Context: an optimization exercise on an open-source flow, tuned for small area, a short achievable clock period and few clock cycles. The choices shown serve that exercise and are no tape-out recipe. Function was checked by simulation only, so behaviour that the tests miss may differ from the original.

### flow/constraint.sdc
create_clock -name core_clock -period 11.0 [get_ports {clk}]
set_input_delay 2.2000 -clock core_clock [delete_from_list [all_inputs] [get_ports {clk}]]
set_output_delay 2.2000 -clock core_clock [all_outputs]
set_load 0.01 [all_outputs]
### flow/config.mk
export PLATFORM = sky130hd
export DESIGN_NAME = fpdiv_frac
export DESIGN_NICKNAME = fpdiv_frac
export VERILOG_FILES = /design/flow/design.v
export SDC_FILE = /design/flow/constraint.sdc
export NUM_CORES = 4
export LEC_CHECK = 0
export CAP_MARGIN = 20
export CORE_MARGIN = 2
export CORE_UTILIZATION = 40
export PLACE_DENSITY = 0.6
export SLEW_MARGIN = 20
### flow/design.v
package fpdiv_fmt_pkg;
	typedef enum logic [1:0] {
		FMT_FP16 = 2'd0,
		FMT_FP32 = 2'd1,
		FMT_FP64 = 2'd2
	} fp_format_e;
	localparam int FRAC_W = 53;
	localparam int QUO_OUT_W = 55;
	localparam int FP16_FRAC_W = 11;
	localparam int FP32_FRAC_W = 24;
	localparam int FP64_FRAC_W = 53;
	localparam int ITER_CNT_W = 4;
	localparam logic [ITER_CNT_W-1:0] ITER_CNT_FP16 = 4'd1;
	localparam logic [ITER_CNT_W-1:0] ITER_CNT_FP32 = 4'd3;
	localparam logic [ITER_CNT_W-1:0] ITER_CNT_FP64 = 4'd8;
	typedef logic [FRAC_W-1:0] frac_t;
endpackage
package srt_pkg;
	localparam int REM_W = 55;
	localparam int DIV_W = 52;
	localparam int QUO_W = 55;
	localparam int QDS_REM_W = 7;
	localparam int STAGES_PER_CYCLE = 3;
	typedef logic [4:0] quo_dig_t;
	localparam int DIG_NEG2 = 4;
	localparam int DIG_NEG1 = 3;
	localparam int DIG_ZERO = 2;
	localparam int DIG_POS1 = 1;
	localparam int DIG_POS2 = 0;
	typedef struct packed {
		logic [REM_W-1:0] sum;
		logic [REM_W-1:0] carry;
	} rem_cs_t;
endpackage
`timescale 1ns/1ps
module srt_ctrl
(
	input  logic                      clk,
	input  logic                      rst_n,
	input  logic                      start_valid_i,
	input  logic                      finish_ready_i,
	input  logic                      flush_i,
	input  fpdiv_fmt_pkg::fp_format_e fp_format_i,
	output logic                      load_o,
	output logic                      iter_o,
	output logic                      hold_o,
	output logic                      start_ready_o,
	output logic                      finish_valid_o
);
	logic                                 busy_q;
	logic                                 valid_q;
	logic                                 hold_q;
	logic [fpdiv_fmt_pkg::ITER_CNT_W-1:0] iter_cnt_init;
	logic [fpdiv_fmt_pkg::ITER_CNT_W-1:0] iter_cnt_q;
	logic                                 last_iter;
	always_comb begin
		case (fp_format_i)
			fpdiv_fmt_pkg::FMT_FP16: iter_cnt_init = fpdiv_fmt_pkg::ITER_CNT_FP16;
			fpdiv_fmt_pkg::FMT_FP32: iter_cnt_init = fpdiv_fmt_pkg::ITER_CNT_FP32;
			default:                 iter_cnt_init = fpdiv_fmt_pkg::ITER_CNT_FP64;
		endcase
	end
	always_ff @(posedge clk) begin
		if (load_o) begin
			iter_cnt_q <= iter_cnt_init;
		end else begin
			iter_cnt_q <= iter_cnt_q - 1'b1;
		end
	end
	assign last_iter = (iter_cnt_q == '0);
	assign start_ready_o = !busy_q && (!valid_q || finish_ready_i);
	assign load_o        = start_valid_i && start_ready_o && !flush_i;
	always_ff @(posedge clk or negedge rst_n) begin
		if (!rst_n) begin
			busy_q  <= 1'b0;
			valid_q <= 1'b0;
		end else if (flush_i) begin
			busy_q  <= 1'b0;
			valid_q <= 1'b0;
		end else if (load_o) begin
			busy_q  <= 1'b1;
			valid_q <= 1'b0;
		end else if (busy_q) begin
			busy_q  <= !last_iter;
			valid_q <= last_iter;
		end else if (finish_ready_i) begin
			valid_q <= 1'b0;
		end
	end
	always_ff @(posedge clk) begin
		hold_q <= valid_q;
	end
	assign iter_o         = busy_q;
	assign hold_o         = hold_q;
	assign finish_valid_o = valid_q;
endmodule
`timescale 1ns/1ps
module srt_prescale
(
	input  fpdiv_fmt_pkg::fp_format_e     fp_format_i,
	input  fpdiv_fmt_pkg::frac_t          a_frac_i,
	input  fpdiv_fmt_pkg::frac_t          b_frac_i,
	output srt_pkg::rem_cs_t              init_rem_o,
	output logic [1:0]                    init_quo_o,
	output logic [srt_pkg::DIV_W-1:0]     div_o
);
	localparam int FW = fpdiv_fmt_pkg::FRAC_W - 1;
	logic [FW-1:0]             a_al;
	logic [FW-1:0]             b_al;
	logic                      lt16;
	logic                      lt32;
	logic                      lt64;
	logic                      a_lt_b;
	logic [srt_pkg::REM_W-1:0] a_vec;
	logic [srt_pkg::REM_W-1:0] a2_vec;
	logic [srt_pkg::REM_W-1:0] d_vec;
	srt_pkg::quo_dig_t         dig_a;
	srt_pkg::quo_dig_t         dig_a2;
	logic                      q0_two;
	always_comb begin
		case (fp_format_i)
			fpdiv_fmt_pkg::FMT_FP16: begin
				a_al = {a_frac_i[fpdiv_fmt_pkg::FP16_FRAC_W-2:0], {(FW-fpdiv_fmt_pkg::FP16_FRAC_W+1){1'b0}}};
				b_al = {b_frac_i[fpdiv_fmt_pkg::FP16_FRAC_W-2:0], {(FW-fpdiv_fmt_pkg::FP16_FRAC_W+1){1'b0}}};
			end
			fpdiv_fmt_pkg::FMT_FP32: begin
				a_al = {a_frac_i[fpdiv_fmt_pkg::FP32_FRAC_W-2:0], {(FW-fpdiv_fmt_pkg::FP32_FRAC_W+1){1'b0}}};
				b_al = {b_frac_i[fpdiv_fmt_pkg::FP32_FRAC_W-2:0], {(FW-fpdiv_fmt_pkg::FP32_FRAC_W+1){1'b0}}};
			end
			default: begin
				a_al = a_frac_i[FW-1:0];
				b_al = b_frac_i[FW-1:0];
			end
		endcase
	end
	assign lt16 = a_frac_i[fpdiv_fmt_pkg::FP16_FRAC_W-2:0] < b_frac_i[fpdiv_fmt_pkg::FP16_FRAC_W-2:0];
	assign lt32 = a_frac_i[fpdiv_fmt_pkg::FP32_FRAC_W-2:0] < b_frac_i[fpdiv_fmt_pkg::FP32_FRAC_W-2:0];
	assign lt64 = a_frac_i[FW-1:0] < b_frac_i[FW-1:0];
	always_comb begin
		case (fp_format_i)
			fpdiv_fmt_pkg::FMT_FP16: a_lt_b = lt16;
			fpdiv_fmt_pkg::FMT_FP32: a_lt_b = lt32;
			default:                 a_lt_b = lt64;
		endcase
	end
	assign a_vec  = {2'b01, a_al, 1'b0};
	assign a2_vec = {1'b1, a_al, 2'b00};
	assign d_vec  = {2'b01, b_al, 1'b0};
	srt_r4_qds u_qds_a (
		.rem_top_i ({4'b0001, a_al[FW-1 -: 3]}),
		.div_top_i (b_al[FW-1 -: 3]),
		.quo_dig_o (dig_a)
	);
	srt_r4_qds u_qds_a2 (
		.rem_top_i ({3'b001, a_al[FW-1 -: 4]}),
		.div_top_i (b_al[FW-1 -: 3]),
		.quo_dig_o (dig_a2)
	);
	assign q0_two = a_lt_b ? dig_a2[srt_pkg::DIG_POS2] : dig_a[srt_pkg::DIG_POS2];
	assign init_rem_o.sum   = (a_lt_b ? a2_vec : a_vec) | {{(srt_pkg::REM_W-1){1'b0}}, 1'b1};
	assign init_rem_o.carry = q0_two ? ~{d_vec[srt_pkg::REM_W-2:0], 1'b0} : ~d_vec;
	assign init_quo_o = {q0_two, ~q0_two};
	assign div_o      = b_al;
endmodule
`timescale 1ns/1ps
module srt_r4_qds
(
	input  logic [srt_pkg::QDS_REM_W-1:0] rem_top_i,
	input  logic [2:0]                    div_top_i,
	output srt_pkg::quo_dig_t             quo_dig_o
);
	logic signed [srt_pkg::QDS_REM_W-1:0] rem_est;
	logic signed [srt_pkg::QDS_REM_W-1:0] m_pos2;
	logic signed [srt_pkg::QDS_REM_W-1:0] m_pos1;
	logic signed [srt_pkg::QDS_REM_W-1:0] m_zero;
	logic signed [srt_pkg::QDS_REM_W-1:0] m_neg1;
	assign rem_est = rem_top_i;
	always_comb begin
		case (div_top_i)
			3'd0:    begin m_pos2 = 7'sd12; m_pos1 = 7'sd4; m_zero = -7'sd4; m_neg1 = -7'sd13; end
			3'd1:    begin m_pos2 = 7'sd14; m_pos1 = 7'sd4; m_zero = -7'sd5; m_neg1 = -7'sd15; end
			3'd2:    begin m_pos2 = 7'sd15; m_pos1 = 7'sd4; m_zero = -7'sd5; m_neg1 = -7'sd16; end
			3'd3:    begin m_pos2 = 7'sd16; m_pos1 = 7'sd4; m_zero = -7'sd5; m_neg1 = -7'sd17; end
			3'd4:    begin m_pos2 = 7'sd18; m_pos1 = 7'sd6; m_zero = -7'sd6; m_neg1 = -7'sd19; end
			3'd5:    begin m_pos2 = 7'sd20; m_pos1 = 7'sd6; m_zero = -7'sd6; m_neg1 = -7'sd20; end
			3'd6:    begin m_pos2 = 7'sd20; m_pos1 = 7'sd6; m_zero = -7'sd8; m_neg1 = -7'sd22; end
			default: begin m_pos2 = 7'sd24; m_pos1 = 7'sd8; m_zero = -7'sd8; m_neg1 = -7'sd24; end
		endcase
	end
	always_comb begin
		quo_dig_o = '0;
		if (rem_est >= m_pos2) begin
			quo_dig_o[srt_pkg::DIG_POS2] = 1'b1;
		end else if (rem_est >= m_pos1) begin
			quo_dig_o[srt_pkg::DIG_POS1] = 1'b1;
		end else if (rem_est >= m_zero) begin
			quo_dig_o[srt_pkg::DIG_ZERO] = 1'b1;
		end else if (rem_est >= m_neg1) begin
			quo_dig_o[srt_pkg::DIG_NEG1] = 1'b1;
		end else begin
			quo_dig_o[srt_pkg::DIG_NEG2] = 1'b1;
		end
	end
endmodule
`timescale 1ns/1ps
module srt_r4_stage
(
	input  srt_pkg::rem_cs_t              rem_i,
	input  logic [srt_pkg::REM_W-1:0]     div_i,
	output srt_pkg::rem_cs_t              rem_o,
	output srt_pkg::quo_dig_t             quo_dig_o
);
	logic [srt_pkg::QDS_REM_W-1:0] rem_top;
	srt_pkg::quo_dig_t             quo_dig;
	logic [srt_pkg::REM_W-1:0]     sum_sh;
	logic [srt_pkg::REM_W-1:0]     carry_sh;
	logic [srt_pkg::REM_W-1:0]     div_2;
	logic [srt_pkg::REM_W-1:0]     mult_sel;
	logic                          mult_neg;
	logic [srt_pkg::REM_W-1:0]     maj;
	assign rem_top = rem_i.sum[srt_pkg::REM_W-1 -: srt_pkg::QDS_REM_W]
	               + rem_i.carry[srt_pkg::REM_W-1 -: srt_pkg::QDS_REM_W];
	srt_r4_qds u_qds (
		.rem_top_i (rem_top),
		.div_top_i (div_i[srt_pkg::REM_W-3 -: 3]),
		.quo_dig_o (quo_dig)
	);
	assign sum_sh   = {rem_i.sum[srt_pkg::REM_W-3:0], 2'b00};
	assign carry_sh = {rem_i.carry[srt_pkg::REM_W-3:0], 2'b00};
	assign div_2    = {div_i[srt_pkg::REM_W-2:0], 1'b0};
	assign mult_sel =
		  ({srt_pkg::REM_W{quo_dig[srt_pkg::DIG_NEG2]}} &  div_2)
		| ({srt_pkg::REM_W{quo_dig[srt_pkg::DIG_NEG1]}} &  div_i)
		| ({srt_pkg::REM_W{quo_dig[srt_pkg::DIG_POS1]}} & ~div_i)
		| ({srt_pkg::REM_W{quo_dig[srt_pkg::DIG_POS2]}} & ~div_2);
	assign mult_neg = quo_dig[srt_pkg::DIG_POS1] | quo_dig[srt_pkg::DIG_POS2];
	assign maj = (sum_sh & carry_sh) | (sum_sh & mult_sel) | (carry_sh & mult_sel);
	assign rem_o.sum   = sum_sh ^ carry_sh ^ mult_sel;
	assign rem_o.carry = {maj[srt_pkg::REM_W-2:0], mult_neg};
	assign quo_dig_o = quo_dig;
endmodule
`timescale 1ns/1ps
module srt_iter_core
(
	input  logic                          clk,
	input  logic                          load_i,
	input  logic                          iter_i,
	input  srt_pkg::rem_cs_t              init_rem_i,
	input  logic [1:0]                    init_quo_i,
	input  logic [srt_pkg::DIV_W-1:0]     div_i,
	output srt_pkg::rem_cs_t              rem_o,
	output logic [srt_pkg::QUO_W-1:0]     quo_o,
	output logic [srt_pkg::QUO_W-1:0]     quo_m1_o
);
	localparam int S = srt_pkg::STAGES_PER_CYCLE;
	srt_pkg::rem_cs_t                  rem_q;
	logic [srt_pkg::DIV_W-1:0]         div_q;
	logic [srt_pkg::QUO_W-1:0]         quo_q;
	logic [srt_pkg::QUO_W-1:0]         quo_m1;
	logic [srt_pkg::REM_W-1:0]         div_ext;
	logic [S:0][2*srt_pkg::REM_W-1:0]  rem_chain;
	srt_pkg::quo_dig_t [S-1:0]         digs;
	logic signed [2*S:0]               grp;
	logic [srt_pkg::QUO_W-1:0]         quo_base;
	always_ff @(posedge clk) begin
		if (load_i) begin
			rem_q <= init_rem_i;
		end else begin
			rem_q <= rem_chain[S];
		end
	end
	always_ff @(posedge clk) begin
		if (load_i) begin
			div_q <= div_i;
			quo_q <= {{(srt_pkg::QUO_W-2){1'b0}}, init_quo_i};
		end else if (iter_i) begin
			quo_q <= {quo_base[srt_pkg::QUO_W-2*S-1:0], grp[2*S-1:0]};
		end
	end
	assign div_ext = {2'b01, div_q, 1'b0};
	assign rem_chain[0] = rem_q;
	for (genvar i = 0; i < S; i++) begin : g_stage
		srt_r4_stage u_stage (
			.rem_i     (rem_chain[i]),
			.div_i     (div_ext),
			.rem_o     (rem_chain[i+1]),
			.quo_dig_o (digs[i])
		);
	end
	always_comb begin
		grp = '0;
		for (int i = 0; i < S; i++) begin
			grp = grp * 4;
			if (digs[i][srt_pkg::DIG_POS2]) grp = grp + 2;
			if (digs[i][srt_pkg::DIG_POS1]) grp = grp + 1;
			if (digs[i][srt_pkg::DIG_NEG1]) grp = grp - 1;
			if (digs[i][srt_pkg::DIG_NEG2]) grp = grp - 2;
		end
	end
	assign quo_m1   = quo_q - 1'b1;
	assign quo_base = grp[2*S] ? quo_m1 : quo_q;
	assign rem_o    = rem_q;
	assign quo_o    = quo_q;
	assign quo_m1_o = quo_m1;
endmodule
`timescale 1ns/1ps
module srt_post
(
	input  srt_pkg::rem_cs_t                   rem_i,
	input  logic                               hold_i,
	input  logic                               neg_held_i,
	input  logic [srt_pkg::QUO_W-1:0]          quo_i,
	input  logic [srt_pkg::QUO_W-1:0]          quo_m1_i,
	output logic                               neg_o,
	output logic [fpdiv_fmt_pkg::QUO_OUT_W-1:0] quo_o
);
	logic [srt_pkg::REM_W-1:0] rem_nr;
	assign rem_nr = rem_i.sum + rem_i.carry;
	assign neg_o = hold_i ? neg_held_i : rem_nr[srt_pkg::REM_W-1];
	assign quo_o = neg_o ? quo_m1_i : quo_i;
endmodule
`timescale 1ns/1ps
module fpdiv_frac
(
	input  logic                 clk,
	input  logic                 rst_n,
	input  logic                 start_valid_i,
	output logic                 start_ready_o,
	input  logic                 flush_i,
	input  fpdiv_fmt_pkg::fp_format_e           fp_format_i,
	input  fpdiv_fmt_pkg::frac_t                a_frac_i,
	input  fpdiv_fmt_pkg::frac_t                b_frac_i,
	output logic                 finish_valid_o,
	input  logic                 finish_ready_i,
	output logic [fpdiv_fmt_pkg::QUO_OUT_W-1:0] fpdiv_frac_o
);
	logic                          load;
	logic                          iter;
	logic                          hold;
	srt_pkg::rem_cs_t              init_rem;
	logic [1:0]                    init_quo;
	logic [srt_pkg::DIV_W-1:0]     init_div;
	srt_pkg::rem_cs_t              rem;
	logic [srt_pkg::QUO_W-1:0]     quo;
	logic [srt_pkg::QUO_W-1:0]     quo_m1;
	logic                          neg;
	logic                          neg_q;
	srt_ctrl u_ctrl (
		.clk            (clk),
		.rst_n          (rst_n),
		.start_valid_i  (start_valid_i),
		.finish_ready_i (finish_ready_i),
		.flush_i        (flush_i),
		.fp_format_i    (fp_format_i),
		.load_o         (load),
		.iter_o         (iter),
		.hold_o         (hold),
		.start_ready_o  (start_ready_o),
		.finish_valid_o (finish_valid_o)
	);
	srt_prescale u_prescale (
		.fp_format_i (fp_format_i),
		.a_frac_i    (a_frac_i),
		.b_frac_i    (b_frac_i),
		.init_rem_o  (init_rem),
		.init_quo_o  (init_quo),
		.div_o       (init_div)
	);
	srt_iter_core u_core (
		.clk        (clk),
		.load_i     (load),
		.iter_i     (iter),
		.init_rem_i (init_rem),
		.init_quo_i (init_quo),
		.div_i      (init_div),
		.rem_o      (rem),
		.quo_o      (quo),
		.quo_m1_o   (quo_m1)
	);
	srt_post u_post (
		.rem_i      (rem),
		.hold_i     (hold),
		.neg_held_i (neg_q),
		.quo_i      (quo),
		.quo_m1_i   (quo_m1),
		.neg_o      (neg),
		.quo_o      (fpdiv_frac_o)
	);
	always_ff @(posedge clk) begin
		neg_q <= neg;
	end
endmodule
### flow/run.sh
#!/bin/bash
# synth_recipe.tcl (not shown) runs the flow's synth.tcl, then flattens the netlist and writes it again
# the make line also repeats each setting of config.mk as NAME=value (left out here)
make -C /OpenROAD-flow-scripts/flow DESIGN_CONFIG=/design/flow/config.mk WORK_HOME=/design/flow/orfs CLKGATE_MAP_FILE= SYNTH_SCRIPT=/design/flow/synth_recipe.tcl finish
==> notes.md <==
[worst max path at each step]
stage,start,endpoint,cells after the start
final,u_core.rem_q[48]$_DFF_P_,u_core.rem_q[28]$_DFF_P_,45
after global routing,u_core.rem_q[48]$_DFF_P_,u_core.rem_q[77]$_DFF_P_,44
after CTS,u_core.rem_q[48]$_DFF_P_,u_core.rem_q[28]$_DFF_P_,43
after detailed placement,u_core.rem_q[48]$_DFF_P_,u_core.rem_q[28]$_DFF_P_,43
after global placement,u_core.rem_q[48]$_DFF_P_,u_core.rem_q[86]$_DFF_P_,43
after floorplan,u_core.rem_q[48]$_DFF_P_,u_core.rem_q[36]$_DFF_P_,43
[synthesized netlist by cell type (11+ instances only)]
library cell,count,area (sq um)
a21o_1,45,338
a21oi_1,177,886
a22oi_1,40,300
a31oi_1,11,68.8
and2_1,28,175
buf_1,21,78.8
buf_2,24,120
clkbuf_1,172,646
dfxtp_1,168,3360
edfxtp_1,54,1620
fa_1,151,3020
ha_1,180,2250
inv_1,318,1190
mux2_2,42,473
mux2i_1,107,1070
nand2_1,582,2180
nand2b_1,21,131
nand3_1,48,240
nand4_1,22,138
nor2_1,119,447
nor2b_1,18,113
nor3_1,45,225
nor4_1,18,113
o211ai_1,15,113
o21ai_0,157,786
o221ai_1,101,885
o22ai_1,50,313
or3_1,27,169
or4_1,11,82.6
xnor2_1,32,280
xor2_1,49,429
[flip-flops by register name (all words and copies together), names as in the netlist]
| signal | count |
|---|---|
| neg_q | 1 |
| u_core.div_q | 52 |
| u_core.quo_q | 55 |
| u_core.rem_q | 109 |
| u_ctrl.busy_q | 1 |
| u_ctrl.hold_q | 1 |
| u_ctrl.iter_cnt_q | 4 |
| u_ctrl.valid_q | 1 |
[cell families (layout without fill, tap and decap cells)]
logic type,Yosys count,after routing
simple gates,1012,1013
mux,151,151
fa+ha+maj,331,331
buf+inv,547,613
compound gates,694,694
flops,224,224
xor+xnor,81,81
[repair_timing]
action	in CTS	in global routing
endpoints found under the setup margin	0	106
resized for setup	0	27
buffers inserted	0	11
[critical path: cells and delay by family, from the launching register on]
family,cells,cell delay (ns)
flip-flops,1,0.33
AND/OR/NAND/NOR,8,1.15
buffers and inverters,7,0.92
adder cells (fa/ha/maj),12,4.55
AO/OA/AOI/OAI,17,3.18
multiplexers,1,0.19
[metrics by stage]
| step | setup slack, ns | setup TNS (ns) | hold slack [ns] |
|---|---|---|---|
| 5_1_grt | -0.0470 | -0.579 | 0.494 |
| 2_1_floorplan | 0.131 | 0 | 0.422 |
| 3_5_place_dp | 0.120 | 0 | 0.482 |
| 6_report | 0.414 | 0 | 0.480 |
| 3_3_place_gp | 0.225 | 0 | 0.458 |
| 4_1_cts | 0.0556 | 0 | 0.490 |
[layout make-up]
| cell class | count | area share [%] |
|---|---|---|
| multi-input combinational | 2270 | 61.8 |
| timing repair buffer | 238 | 8.37 |
| tap | 773 | 3.53 |
| clock buffer | 39 | 3.00 |
| inverter | 321 | 4.40 |
| sequential | 224 | 18.4 |
| clock inverter | 15 | 0.521 |
[metal layers]
| metal | track usage [%] | up-vias |
|---|---|---|
| li1 | - | 10600 |
| met1 | 34.7 | 11000 |
| met2 | 43.4 | 950 |
| met3 | 4.35 | 211 |
| met4 | 12.9 | 2 |
| met5 | 0 | - |
==> impl_metrics.ini <==
[run_status]
status = complete, no violations

[sta]
finalCritPeriodShare_pct = 96.2
hold_viol_final = 0
maxSlewViolCount = 0
final.setup_skew_ns = 0.0227
fmax_mhz = 94.5
relSlewSlack_pct = 18.9
worst_pin_slew_ns = 1.20
finalSetupViolations = 0
finalCriticalPeriod_ns = 10.59

[yosys]
synthArstFlopShare_pct = 0.893
ys_ff_latch = 224
synthCells = 3040
ys_types = 99
synthMuxAreaShare_pct = 6.57
ys_warn_count = 5
synth_top_family_by_area = adder cells
synth_nets = 3484
yosys.area_share.simple_pct = 19.3
synthXorXnorAreaFrac_pct = 2.97
synth_ff_type = dfxtp_1
netlist_area_sq_um = 23900
synth_edf_count = 54
synth-adder-area-share_pct = 22.1
yosysSeqAreaShare_pct = 21.1
synth_compound_area_share_pct = 19.1
synth_area_per_cell_sq_um = 7.86

[drt]
ant_nets = 0
via_count = 22700
dr.pass1.iters = 6
drt-wirelength-per-cell_um = 21.6
drc = 0
topRoutingLayerUsed = met5
m1WireLength_um = 35200
drt_iter0_drc = 1962
vias_per_cell = 5.86
dr_wl_met2_um = 38200
routed_wl_um = 83900
dr_wl_met3_um = 5950

[final_layout]
diodes = 0
final_util_pct = 46.4
multi_input_area_sq_um = 16900
register_area_sq_um = 5040
design_area_sq_um = 27400
syn_to_final_growth_pct = 14.7
layout_commonest_cell = nand2_1
drive_above_1_share_pct = 7.72
layout_common_cells = nand2_1, inv_1, ha_1
final_nets = 3528
stdcell_count = 3880
n_fill_cell = 5846

[setup_path]
path_max_fanout = 19
startpoint_type = flip-flop
arrival_ns = 10.96
r2r.worst_path.cells = 45
max_stage_delay_ns = 0.60
r2r_slack_ns = 0.41
required_ns = 11.38
reg2reg_from = u_core.rem_q[48]$_DFF_P_
cp_slowest_cell = fa_2
end_kind = flip-flop
r2r_end = u_core.rem_q[28]$_DFF_P_
worstSetupPathType = flip-flop to flip-flop

[clocking]
cts_tree = done
clkLatencyLatePin_ns = 0.60
clkSinkCount = 224
cts_hold_buf = 0
clkTransAtPathRegs_ns = 0.07
cts_buffers = 29
clk_path_buf_depth = 3
cts_root_buf = clkbuf_16
h-tree-depth = 1

[worst_hold_path]
hold_path_class = flip-flop to flip-flop
min_to = u_ctrl.iter_cnt_q[0]$_DFF_P_
hp-start = u_ctrl.iter_cnt_q[0]$_DFF_P_
whs_path_depth = 1

[die]
initial_utilization_pct = 40.5
die-area_sq_um = 61700
io_pins = 170
core-area_sq_um = 59000
rows = 89
die_w_um = 248
die_h_um = 248

[placed_design]
hpwl_um = 62400
gp_congestion = 0.951
placed_cells = 3813
place_area_sq_um = 26200
portBuffers = 167

[grt]
grt_pass1_wl_um = 128000
grt-ovfl-total = 0
grt_pass1_vias = 22100
antenna_found_initial = 1
grt_max_degree = 189
globalRouteTotalUtil_pct = 26.8

[flow_run]
cap_viol_max_count = 0
Testbench counts, summed over its fixed seeds: cycles 14,597.

[port drivers added, routing unchanged]
In the flow no input, the clock included, has a driving cell. The finished layout below was timed again as built, in two steps. Step 1, drivers: a clkbuf_16 drives clk and a buf_2 each remaining input, both assumed. Step 2 also shifts input and output timing later by t, the mid clock arrival at the registers, as if the neighbouring blocks saw the same clock. a / b / c = ideal / step 1 / step 2; a / b = the first two.
shift t [ns]: 0.653
slack for setup (ns): 0.414 / 0.414 / 0.414
worst setup path at the end: register to register
clock arrival spread, ns: 0.023 / 0.023
worst register clock-pin slew, ns: 0.07 / 0.07
After both steps setup and hold are still met in this run. The setup slack of this run moves by 0.000 ns with the drivers and by 0.000 ns with both steps.
